Source: an optimization exercise on an open RTL-to-GDS flow (aim: small area, a short achievable clock period and few clock cycles per item). Production flows keep margins and buffers that such runs may drop. Power is estimated from default activity; no workload was simulated.

## run Y
==> flow/design.v <==
`default_nettype none
package msb_pkg;
   localparam int ACTION_WIDTH   = 2;
   localparam int STACK_ID_WIDTH = 2;
   localparam int VALUE_WIDTH    = 32;
   localparam int STATUS_WIDTH   = 2;
   localparam int STACK_SLOTS    = 2 ** STACK_ID_WIDTH;
   localparam int NUM_STACKS_DEFAULT = 4;
   localparam int CAPACITY_DEFAULT   = 16;
   localparam int DATA_WIDTH_DEFAULT = 32;
   typedef enum logic [ACTION_WIDTH-1:0] {
      ACT_PUSH = 2'd0,
      ACT_POP  = 2'd1,
      ACT_PEEK = 2'd2,
      ACT_NOP  = 2'd3
   } action_type;
   typedef enum logic [STATUS_WIDTH-1:0] {
      ST_OK    = 2'd0,
      ST_FULL  = 2'd1,
      ST_EMPTY = 2'd2
   } status_type;
   typedef enum logic {
      PH_IDLE = 1'b0,
      PH_EXEC = 1'b1
   } phase_type;
   typedef struct packed {
      action_type                       action;
      logic [STACK_ID_WIDTH-1:0]        stack_id;
      logic signed [VALUE_WIDTH-1:0]    value;
   } req_type;
   typedef struct packed {
      logic signed [VALUE_WIDTH-1:0]    data;
      status_type                       status;
   } rsp_type;
   typedef struct packed {
      logic start;
      logic out_free;
   } eng_ctrl_type;
   typedef struct packed {
      logic busy;
      logic done;
   } eng_stat_type;
endpackage
`default_nettype wire
`default_nettype none
module msb_ram #(
   parameter int WIDTH = 32,
   parameter int DEPTH = 16
) (
   input  wire logic                       clock,
   input  wire logic [DEPTH-1:0]           wr_en,
   input  wire logic [WIDTH-1:0]           wr_data,
   input  wire logic [DEPTH-1:0]           rd_sel,
   output      logic [WIDTH-1:0]           rd_data
);
   logic [WIDTH-1:0] mem [DEPTH];
   always_ff @(posedge clock) begin
      for (int i = 0; i < DEPTH; i++) begin
         if (wr_en[i]) begin
            mem[i] <= wr_data;
         end
      end
   end
   always_comb begin
      rd_data = '0;
      for (int i = 0; i < DEPTH; i++) begin
         rd_data = rd_data | (mem[i] & {WIDTH{rd_sel[i]}});
      end
   end
endmodule
`default_nettype wire
`default_nettype none
module msb_engine #(
   parameter int NUM_STACKS = msb_pkg::NUM_STACKS_DEFAULT,
   parameter int CAPACITY   = msb_pkg::CAPACITY_DEFAULT,
   parameter int DATA_WIDTH = msb_pkg::DATA_WIDTH_DEFAULT
) (
   input  wire logic                    clock,
   input  wire logic                    reset,
   input  wire logic                    req_valid,
   output      logic                    req_ready,
   input  wire msb_pkg::req_type        req,
   output      logic                    rsp_valid,
   input  wire logic                    rsp_ready,
   output      msb_pkg::rsp_type        rsp
);
   localparam int AW = $clog2(CAPACITY);
   localparam int NS = msb_pkg::STACK_SLOTS;
   logic [AW-1:0]       head_ff [NS];
   logic [NS-1:0]       ne_ff;           
   logic [AW-1:0]       link_ff [CAPACITY];
   logic [CAPACITY-1:0] used_ff;
   logic                rdy_ff;          
   logic                rd_valid_ff;
   msb_pkg::status_type rd_status_ff;
   logic [CAPACITY-1:0] rd_sel_ff;       
   logic                main_valid_ff;
   msb_pkg::status_type main_status_ff;
   logic [DATA_WIDTH-1:0] main_data_ff;
   logic                skid_valid_ff;
   msb_pkg::status_type skid_status_ff;
   logic [DATA_WIDTH-1:0] skid_data_ff;
   logic                rd_move;
   logic                take;
   logic                rd_valid_in, main_valid_in, skid_valid_in;
   logic [CAPACITY-1:0] alloc_oh;
   logic [AW-1:0]       alloc_idx;
   logic                full;
   logic                accept;
   logic [NS-1:0]       sid_oh;
   logic [CAPACITY-1:0] head_oh [NS];
   logic [CAPACITY-1:0] is_self;
   logic [CAPACITY-1:0] top_sel;         
   logic [AW-1:0]       head_s;
   logic [AW-1:0]       below_s;
   logic                last_s;
   logic                ne_s;
   logic                is_push, is_pop, is_rd;
   logic                push_ok, pop_ok;
   msb_pkg::status_type status_new;
   logic [DATA_WIDTH-1:0] rd_data;
   always_comb begin
      alloc_oh  = '0;
      alloc_idx = '0;
      for (int i = CAPACITY - 1; i >= 0; i--) begin
         if (!used_ff[i]) begin
            alloc_oh    = '0;
            alloc_oh[i] = 1'b1;
            alloc_idx   = AW'(i);
         end
      end
      full = &used_ff;
   end
   always_comb begin
      for (int s = 0; s < NS; s++) begin
         for (int i = 0; i < CAPACITY; i++) begin
            head_oh[s][i] = ne_ff[s] && (head_ff[s] == AW'(i)) && (s < NUM_STACKS);
         end
      end
      for (int i = 0; i < CAPACITY; i++) begin
         is_self[i] = (link_ff[i] == AW'(i));
      end
   end
   assign req_ready = rdy_ff;
   assign accept    = req_valid && rdy_ff;
   always_comb begin
      for (int s = 0; s < NS; s++) begin
         sid_oh[s] = (req.stack_id == msb_pkg::STACK_ID_WIDTH'(s));
      end
      top_sel = '0;
      for (int s = 0; s < NS; s++) begin
         top_sel = top_sel | (head_oh[s] & {CAPACITY{sid_oh[s]}});
      end
      ne_s    = |top_sel;
      head_s  = head_ff[req.stack_id];
      below_s = '0;
      for (int i = 0; i < CAPACITY; i++) begin
         below_s = below_s | (link_ff[i] & {AW{top_sel[i]}});
      end
      last_s  = |(top_sel & is_self);
   end
   assign is_push = (req.action == msb_pkg::ACT_PUSH);
   assign is_pop  = (req.action == msb_pkg::ACT_POP);
   assign is_rd   = (req.action == msb_pkg::ACT_POP) || (req.action == msb_pkg::ACT_PEEK);
   assign push_ok = is_push && !full && (req.stack_id < msb_pkg::STACK_ID_WIDTH'(NUM_STACKS) || NUM_STACKS >= NS);
   assign pop_ok  = is_pop && ne_s;
   always_comb begin
      if (is_push && !push_ok) begin
         status_new = msb_pkg::ST_FULL;
      end else if (is_rd && !ne_s) begin
         status_new = msb_pkg::ST_EMPTY;
      end else begin
         status_new = msb_pkg::ST_OK;
      end
   end
   always_ff @(posedge clock) begin
      if (reset) begin
         used_ff <= '0;
         ne_ff   <= '0;
      end else if (accept) begin
         if (push_ok) begin
            used_ff <= used_ff | alloc_oh;
            ne_ff[req.stack_id] <= 1'b1;
         end
         if (pop_ok) begin
            used_ff <= used_ff & ~top_sel;
            ne_ff[req.stack_id] <= !last_s;
         end
      end
   end
   always_ff @(posedge clock) begin
      if (accept) begin
         if (push_ok) begin
            head_ff[req.stack_id] <= alloc_idx;
         end
         if (pop_ok) begin
            head_ff[req.stack_id] <= below_s;
         end
      end
   end
   always_ff @(posedge clock) begin
      for (int i = 0; i < CAPACITY; i++) begin
         if (alloc_oh[i]) begin
            link_ff[i] <= ne_s ? head_s : AW'(i);
         end
      end
   end
   assign take    = main_valid_ff && rsp_ready;
   assign rd_move = rd_valid_ff && (!skid_valid_ff || rsp_ready);
   always_comb begin
      rd_valid_in   = accept || (rd_valid_ff && !rd_move);
      main_valid_in = (main_valid_ff && !take) || skid_valid_ff || rd_move;
      skid_valid_in = skid_valid_ff ? !take || rd_move
                                    : rd_move && main_valid_ff && !take;
   end
   always_ff @(posedge clock) begin
      if (reset) begin
         rdy_ff        <= 1'b1;
         rd_valid_ff   <= 1'b0;
         main_valid_ff <= 1'b0;
         skid_valid_ff <= 1'b0;
      end else begin
         rdy_ff        <= !(rd_valid_in && main_valid_in && skid_valid_in);
         rd_valid_ff   <= rd_valid_in;
         main_valid_ff <= main_valid_in;
         skid_valid_ff <= skid_valid_in;
      end
   end
   always_ff @(posedge clock) begin
      if (accept) begin
         rd_status_ff <= status_new;
         rd_sel_ff    <= top_sel & {CAPACITY{is_rd}};
      end
   end
   always_ff @(posedge clock) begin
      if (!main_valid_ff || take) begin
         if (skid_valid_ff) begin
            main_status_ff <= skid_status_ff;
            main_data_ff   <= skid_data_ff;
         end else begin
            main_status_ff <= rd_status_ff;
            main_data_ff   <= rd_data;
         end
      end
      if (!skid_valid_ff || take) begin
         skid_status_ff <= rd_status_ff;
         skid_data_ff   <= rd_data;
      end
   end
   msb_ram #(
      .WIDTH (DATA_WIDTH),
      .DEPTH (CAPACITY)
   ) u_data_ram (
      .clock   (clock),
      .wr_en   (alloc_oh & {CAPACITY{rdy_ff}}),
      .wr_data (req.value[DATA_WIDTH-1:0]),
      .rd_sel  (rd_sel_ff),
      .rd_data (rd_data)
   );
   assign rsp_valid  = main_valid_ff;
   assign rsp.status = main_status_ff;
   assign rsp.data   = msb_pkg::VALUE_WIDTH'(main_data_ff);
endmodule
`default_nettype wire
`default_nettype none
module multi_stack_shared_buffer_core #(
   parameter int NUM_STACKS = msb_pkg::NUM_STACKS_DEFAULT,
   parameter int CAPACITY   = msb_pkg::CAPACITY_DEFAULT,
   parameter int DATA_WIDTH = msb_pkg::DATA_WIDTH_DEFAULT
) (
   input  wire logic        clock,
   input  wire logic        reset,
   input  wire logic        req_tvalid,
   output      logic        req_tready,
   input  wire logic [31:0] req_tdata,    
   input  wire logic [3:0]  req_tuser,    
   output      logic        rsp_tvalid,
   input  wire logic        rsp_tready,
   output      logic [31:0] rsp_tdata,    
   output      logic [1:0]  rsp_tuser     
);
   msb_pkg::req_type req;
   msb_pkg::rsp_type rsp;
   assign req.action   = msb_pkg::action_type'(req_tuser[1:0]);
   assign req.stack_id = req_tuser[3:2];
   assign req.value    = req_tdata;
   msb_engine #(
      .NUM_STACKS (NUM_STACKS),
      .CAPACITY   (CAPACITY),
      .DATA_WIDTH (DATA_WIDTH)
   ) u_engine (
      .clock     (clock),
      .reset     (reset),
      .req_valid (req_tvalid),
      .req_ready (req_tready),
      .req       (req),
      .rsp_valid (rsp_tvalid),
      .rsp_ready (rsp_tready),
      .rsp       (rsp)
   );
   assign rsp_tdata = rsp.data;
   assign rsp_tuser = rsp.status;
endmodule
`default_nettype wire
==> flow/config.mk <==
export PLATFORM = sky130hd
export DESIGN_NAME = multi_stack_shared_buffer_core
export DESIGN_NICKNAME = multi_stack_shared_buffer_core
export VERILOG_FILES = /design/flow/design.v
export SDC_FILE = /design/flow/constraint.sdc
export NUM_CORES = 4
export LEC_CHECK = 0
export CAP_MARGIN = 20
export CORE_MARGIN = 2
export CORE_UTILIZATION = 40
export CTS_BUF_LIST = sky130_fd_sc_hd__clkbuf_8
export SETUP_SLACK_MARGIN = 1.9
export SLEW_MARGIN = 20
export TNS_END_PERCENT = 0
==> flow/constraint.sdc <==
create_clock -name core_clock -period 4.0 [get_ports {clock}]
set_input_delay 0.8000 -clock core_clock [delete_from_list [all_inputs] [get_ports {clock}]]
set_output_delay 0.8000 -clock core_clock [all_outputs]
set_load 0.01 [all_outputs]
run.sh (not shown) runs the stock make flow with config.mk's settings and CLKGATE_MAP_FILE= SYNTH_SCRIPT=/design/flow/synth_recipe.tcl, a recipe that flattens the netlist after the stock synthesis.
#### Input delta (run X over run Y)
--- a/flow/design.v
+++ b/flow/design.v
@@ -102,4 +102,5 @@
    logic [DATA_WIDTH-1:0] skid_data_ff;
    logic                rd_move;
+   logic                room;
    logic                take;
    logic                rd_valid_in, main_valid_in, skid_valid_in;
@@ -143,5 +144,6 @@
    end
    assign req_ready = rdy_ff;
-   assign accept    = req_valid && rdy_ff;
+   assign room      = !(rd_valid_ff && skid_valid_ff);
+   assign accept    = req_valid && room;
    always_comb begin
       for (int s = 0; s < NS; s++) begin
@@ -152,5 +154,5 @@
          top_sel = top_sel | (head_oh[s] & {CAPACITY{sid_oh[s]}});
       end
-      ne_s    = |top_sel;
+      ne_s    = ne_ff[req.stack_id] && (req.stack_id < msb_pkg::STACK_ID_WIDTH'(NUM_STACKS) || NUM_STACKS >= NS);
       head_s  = head_ff[req.stack_id];
       below_s = '0;
@@ -253,5 +255,5 @@
    ) u_data_ram (
       .clock   (clock),
-      .wr_en   (alloc_oh & {CAPACITY{rdy_ff}}),
+      .wr_en   (alloc_oh & {CAPACITY{room}}),
       .wr_data (req.value[DATA_WIDTH-1:0]),
       .rd_sel  (rd_sel_ff),
Findings:
Going from run Y to run X, mean instance size in the synthesized netlist shrinks by 0.091 um^2. Run X vs run Y on wire length: run X is the higher one. Run X has required time at the worst-slack endpoint below what run Y had. The number of diodes added for antenna fixing reported for run X is smaller than that of run Y by 1. Per the final summary, run X finished and its layout is clean on timing, DRC and antenna. The largest fanout on the critical path reported for run X is greater than that of run Y by 1. Number of DRC markers in iteration 0: run Y and run X compared, lower one is run Y. Run X: final critical-path share of the clock period 13 points below run Y. met2 global-route usage for run X is higher than for run Y. Compared with run Y, in run X post-synthesis instance area neither gained nor lost much; clock group share of total power +1.6 points; shortest clock period the worst path allows after layout saw a decrease. Cell area: run X higher than run Y.
No run of this note included a check of the RTL's function; only the layout flow was run.

[what the ideal ports hide]
The results above use ideal ports. As a check the final layouts listed here were re-extracted and re-timed, cells and wires unchanged.
Step 1, drivers: a clkbuf_16 drives clock and a buf_2 each remaining input, both assumed.
Step 2 also shifts input and output timing later by t, the mid clock arrival at the registers, as if the neighbouring blocks saw the same clock.
Three values: ideal, step 1, step 2; two values: the first two.
run	t, ns	setup slack, ns	hold slack, ns
run Y	0.756	1.034 / 1.061 / 0.314	0.459 / 0.459 / 0.459
run X	0.762	1.547 / 1.577 / 0.820	0.460 / 0.460 / 0.460
After both steps every run listed still meets setup and hold. For run X, which loses most, drivers alone change the setup slack by +0.030 ns; drivers and shift together by -0.727 ns.
